What follows belongs to an exercise in optimizing a design on an open flow for small area; a production flow would make more cautious choices. Only simulation tests tie the RTL to the original design; equivalence was not proved. Power is estimated from default activity; no workload was simulated.

==> inputs of run a <==
## legCpu
module legCpu #(
	parameter int dataWidth = 64
) (
	input  logic clk,
	input  logic reset,
	input  logic [legPkg::instrWidth-1:0] instr,
	output logic [63:0] iaddr,
	output logic [63:0] daddr,
	output logic [63:0] writeData,
	output logic memWrite,
	input  logic [63:0] readData
);
==> flow/config.mk <==
export PLATFORM = sky130hd
export DESIGN_NAME = legCpu
export DESIGN_NICKNAME = legCpu
export VERILOG_FILES = /design/flow/design.v
export SDC_FILE = /design/flow/constraint.sdc
export NUM_CORES = 4
export LEC_CHECK = 0
export CAP_MARGIN = 20
export CORE_MARGIN = 2
export CORE_UTILIZATION = 70
export PLACE_DENSITY = 0.78
export SLEW_MARGIN = 20
export SYNTH_HIERARCHICAL = 1
==> flow/constraint.sdc <==
create_clock -name core_clock -period 9.0 [get_ports {clk}]
set_input_delay 1.8000 -clock core_clock [delete_from_list [all_inputs] [get_ports {clk}]]
set_output_delay 1.8000 -clock core_clock [all_outputs]
set_load 0.01 [all_outputs]
standard.sh (not shown) runs the stock make flow with config.mk's settings and CLKGATE_MAP_FILE= SYNTH_SCRIPT=/design/flow/synth_recipe.tcl, a recipe that flattens the netlist after the stock synthesis.
==> flow/flow/run.sh <==
#!/bin/bash
# Layout flow: the standard flow (standard.sh), with two changes:
# ports are buffered with the smallest buffer, and the clock tree is
# built from larger sink clusters without dummy loads.
export BUFFER_PORTS_ARGS="-buffer_cell sky130_fd_sc_hd__buf_1"
export CTS_ARGS="-sink_clustering_enable -repair_clock_nets -dont_use_dummy_load -sink_clustering_size 30 -sink_clustering_max_diameter 100"
bash standard.sh finish > standard.log 2>&1
==> run b: changes against run a <==
--- a/flow/config.mk
+++ b/flow/config.mk
@@ -7,7 +7,7 @@
 export LEC_CHECK = 0
 export CAP_MARGIN = 20
 export CORE_MARGIN = 2
-export CORE_UTILIZATION = 70
-export PLACE_DENSITY = 0.78
+export CORE_UTILIZATION = 62
+export PLACE_DENSITY = 0.7
 export SLEW_MARGIN = 20
 export SYNTH_HIERARCHICAL = 1
==> run notes <==
- Against run a, the clock skew of run b is higher by 0.0096 ns.
- Area after synthesis is the same in run a and run b.
- Critical path depth is the same in run b and run a.
- Combinational power is about the same in run b and run a.
- First-iteration DRC count: run a is larger than run b (about 22%).

---

==> exp/tundra: inputs <==
Another version of the RTL of legCpu (not shown whole).
clock: 9.0 ns
lec_check: 0
cap_margin: 20
core_margin: 2
core_utilization: 66
place_density: 0.74
slew_margin: 20
synth_hierarchical: 1
Scripts as last shown in full above: flow/flow/run.sh
==> exp/juniper (differences from exp/tundra) <==
Settings changed: CORE_UTILIZATION 66 to 70, PLACE_DENSITY 0.74 to 0.78.
==> run notes <==
exp/juniper finished with timing, DRC and antenna clean. exp/tundra finished clean. Power is about the same in exp/juniper and exp/tundra. In exp/tundra the non-clock buffer count is higher than in exp/juniper, by 10. In exp/tundra the sequential share of layout area is lower than in exp/juniper, by 0.21 points. In exp/juniper the combinational power is higher than in exp/tundra, by about 2%. Count of clock-buffer cells in the layout is the same in exp/tundra and exp/juniper. In sequential cell count, exp/juniper and exp/tundra do not differ. Of exp/juniper and exp/tundra, exp/juniper has the higher worst hold slack (gap 0.0035 ns). Against exp/tundra, the global-route usage of exp/juniper is higher by 5.2 points.

---

==> inputs of sierra <==
Another version of the RTL of legCpu (not shown whole).
==> module legCpu, before the edit <==
module legCpu #(
	parameter int dataWidth = 64
) (
	input  logic clk,
	input  logic reset,
	input  logic [legPkg::instrWidth-1:0] instr,
	output logic [63:0] iaddr,
	output logic [63:0] daddr,
	output logic [63:0] writeData,
	output logic memWrite,
	input  logic [63:0] readData
);
	logic [61:0] pc;
	logic [61:0] pcNext;
	legPkg::decWord fetchDec;
	logic fetchWe;
	logic fetchLd;
	logic fetchSt;
	legPkg::decWord idDec;
	logic idWe;
	logic idLd;
	logic idSt;
	logic [dataWidth-1:0] regs [0:zeroReg-1];
	logic [dataWidth*zeroReg-1:0] regsFlat;
	logic [zeroReg-1:0] valid;
	logic [zeroReg-1:0] wsel;
	logic [zeroReg-1:0] rsel;
	logic [regAddrWidth-1:0] readReg;
	logic readEnable;
	logic [dataWidth-1:0] readPort;
	logic [dataWidth-1:0] wbValue;
	logic phaseRise;
	logic phaseFall;
	logic firstHalf;
	logic [dataWidth-1:0] idA;
	legPkg::exWord idEx;
	legPkg::exWord exDec;
	logic exWe;
	logic exLd;
	logic exSt;
	logic [dataWidth-1:0] exA;
	logic [dataWidth-1:0] exB;
	logic [dataWidth-1:0] exResult;
	logic [dataWidth-1:0] memResult;
	logic [dataWidth-1:0] memStore;
	logic [4:0] memDest;
	logic memWe;
	logic memLd;
	fetchUnit fetch (
		.pc(pc),
		.pcNext(pcNext)
	);
	always_ff @(posedge clk or posedge reset) begin
		if (reset) begin
			pc <= '0;
		end else begin
			pc <= pcNext;
		end
	end
	assign iaddr = {pc, 2'b00};
	instrDecoder decoder (
		.instr(instr),
		.dec(fetchDec),
		.regWrite(fetchWe),
		.isLoad(fetchLd),
		.isStore(fetchSt)
	);
	always_ff @(posedge clk or posedge reset) begin
		if (reset) begin
			phaseRise <= 1'b0;
		end else begin
			phaseRise <= ~phaseRise;
		end
	end
	always_ff @(negedge clk or posedge reset) begin
		if (reset) begin
			phaseFall <= 1'b0;
		end else begin
			phaseFall <= phaseRise;
		end
	end
	assign firstHalf = phaseRise ^ phaseFall;
	assign wbValue = memLd ? readData : memResult;
	always_comb begin
		for (int i = 0; i < zeroReg; i++) begin
			wsel[i] = memWe && memDest == i[4:0];
		end
	end
	always_ff @(posedge clk or posedge reset) begin
		if (reset) begin
			valid <= '0;
		end else begin
			valid <= valid | wsel;
		end
	end
	for (genvar i = 0; i < zeroReg; i++) begin : row
		logic [dataWidth-1:0] d;
		for (genvar j = 0; j < dataWidth; j++) begin : col
			rfHold hold (.we(wsel[i]), .w(wbValue[j]), .nwe(~wsel[i]), .q(regs[i][j]), .d(d[j]));
		end
		always_ff @(posedge clk) begin
			regs[i] <= d;
		end
	end
	assign readReg = firstHalf ? idDec.bits[9:5] : (idSt ? idDec.bits[4:0] : idDec.bits[20:16]);
	assign readEnable = ~firstHalf | (idDec.immKind != immMov);
	always_comb begin
		for (int i = 0; i < zeroReg; i++) begin
			rsel[i] = valid[i] && readEnable && readReg == i[4:0];
			regsFlat[dataWidth*i +: dataWidth] = regs[i];
		end
	end
	registerFile #(.dataWidth(dataWidth)) regRead (
		.sel(rsel),
		.regs(regsFlat),
		.readData(readPort)
	);
	always_ff @(negedge clk or posedge reset) begin
		if (reset) begin
			idA <= '0;
		end else begin
			idA <= readPort;
		end
	end
	immFormat format (
		.dec(idDec),
		.ex(idEx)
	);
	executeUnit #(.dataWidth(dataWidth)) execute (
		.operandA(exA),
		.operandB(exB),
		.ex(exDec),
		.result(exResult)
	);
	always_ff @(posedge clk or posedge reset) begin
		if (reset) begin
			idWe <= 1'b0;
			idLd <= 1'b0;
			idSt <= 1'b0;
			exWe <= 1'b0;
			exLd <= 1'b0;
			exSt <= 1'b0;
			memWe <= 1'b0;
			memLd <= 1'b0;
			memWrite <= 1'b0;
		end else begin
			idWe <= fetchWe;
			idLd <= fetchLd;
			idSt <= fetchSt;
			exWe <= idWe;
			exLd <= idLd;
			exSt <= idSt;
			memWe <= exWe;
			memLd <= exLd;
			memWrite <= exSt;
		end
	end
	always_ff @(posedge clk) begin
		idDec <= fetchDec;
		exDec <= idEx;
		exA <= idA;
		exB <= readPort;
		memResult <= exResult;
		memStore <= exB;
		memDest <= exDec.dest;
	end
	assign daddr = memResult;
	assign writeData = memStore;
endmodule
Settings: LEC_CHECK=0, CAP_MARGIN=20, CORE_MARGIN=2, CORE_UTILIZATION=50, CTS_CLUSTER_DIAMETER=120, CTS_CLUSTER_SIZE=25, PLACE_DENSITY=0.6, SLEW_MARGIN=20, SYNTH_HIERARCHICAL=1; clock period 9.0 ns.
run.sh (not shown) runs the stock make flow with config.mk's settings and CLKGATE_MAP_FILE= SYNTH_SCRIPT=/design/flow/synth_recipe.tcl, a recipe that flattens the netlist after the stock synthesis.
Stock flow here: none of the scripts above is used.
==> inputs of harbor, as changes to sierra <==
--- a/flow/design.v
+++ b/flow/design.v
@@ -523,7 +523,9 @@
 		end
 	end
 	assign firstHalf = phaseRise ^ phaseFall;
-	assign wbValue = memLd ? readData : memResult;
+	for (genvar j = 0; j < dataWidth; j++) begin : wb
+		rfHold sel (.we(memLd), .w(readData[j]), .nwe(~memLd), .q(memResult[j]), .d(wbValue[j]));
+	end
 	always_comb begin
 		for (int i = 0; i < zeroReg; i++) begin
 			wsel[i] = memWe && memDest == i[4:0];
==> flow/flow/run.sh (new file) <==
#!/bin/bash
# Layout flow: the standard flow (standard.sh), with two changes:
# ports are buffered with the smallest buffer, and the clock tree is
# built from larger sink clusters without dummy loads.
export BUFFER_PORTS_ARGS="-buffer_cell sky130_fd_sc_hd__buf_1"
export CTS_ARGS="-sink_clustering_enable -repair_clock_nets -dont_use_dummy_load -sink_clustering_size 25 -sink_clustering_max_diameter 120"
bash standard.sh finish > standard.log 2>&1
==> flow/standard.sh (new file) <==
#!/bin/bash
# synth_recipe.tcl (not shown) runs the flow's synth.tcl, then flattens the netlist and writes it again
# the make line also repeats each setting of config.mk as NAME=value (left out here)
make -C /OpenROAD-flow-scripts/flow DESIGN_CONFIG=/design/flow/config.mk WORK_HOME=/design/flow/orfs CLKGATE_MAP_FILE= SYNTH_SCRIPT=/design/flow/synth_recipe.tcl "${@:-finish}"
CTS_CLUSTER_DIAMETER = default   (was 120)
CTS_CLUSTER_SIZE = default   (was 25)
removed: flow/run.sh
==> flow_metrics.py <==
metrics = {
    "die": {
        "core_mm2": 0.174,
    },
    "drt": {
        "drt_wl_total_um": 396000,
    },
    "final_layout": {
        "layout_common_cells": "dfxtp_1 (2294), a22o_1 (2092), a222oi_1 (640), o22ai_1 (322), buf_1 (288)",
        "num-nets-final": 7754,
        "area_delta_synth_final_pct": 10.0,
        "buf_share_pct": 2.92,
        "clock_area_share_pct": 2.84,
        "multiInputGateArea_mm2": 0.0372,
        "multi_input_area_share_pct": 38.7,
    },
    "global_route": {
        "grtUsageTotal_pct": 42.2,
        "grt_max_degree": 70,
    },
    "yosys": {
        "synth_top_cells_by_count": "dfxtp_1 (2300), a22o_1 (2113), a222oi_1 (640)",
        "netlist.area_leader.share_pct": 52.7,
        "synth_fa_ha_area_share_pct": 1.80,
    },
    "status": {
        "status": "finished clean",
    },
    "worst_hold_path": {
        "worstHoldEndpoint": "memDest[0]",
    },
    "power": {
        "power.switching_uw": 3770,
        "clkPwrFrac_pct": 32.9,
    },
    "clocking": {
        "clock_latency_ns": 0.83,
    },
}
That was harbor.
==> flow_metrics.py <==
metrics = {
    "status": {
        "status": "finished clean",
    },
    "yosys": {
        "synth_top_cells_by_count": "dfxtp_1 (2300), a22o_1 (2049), a222oi_1 (640)",
        "netlist_area_mm2": 0.0876,
        "synth_fa_ha_area_share_pct": 1.80,
    },
    "final_layout": {
        "num-nets-final": 7728,
        "layout_common_cells": "dfxtp_1 (2294), a22o_1 (2049), a222oi_1 (640), o22ai_1 (322), clkdlybuf4s50_1 (288)",
        "buf_share_pct": 4.53,
        "fillers": 14500,
        "multi_input_area_share_pct": 37.9,
        "multiInputGateArea_mm2": 0.0373,
    },
    "power": {
        "clkPwrFrac_pct": 34.2,
        "seq_power_share_pct": 63.2,
        "power.switching_uw": 3900,
    },
    "drt": {
        "drt_wl_total_um": 407000,
    },
    "global_route": {
        "grtUsageTotal_pct": 43.4,
        "grt_max_degree": 73,
    },
    "clocking": {
        "clock_latency_ns": 0.85,
    },
    "sta": {
        "setup_viol": 0,
    },
    "worst_hold_path": {
        "worstHoldEndpoint": "memDest[2]",
    },
}
That was sierra.
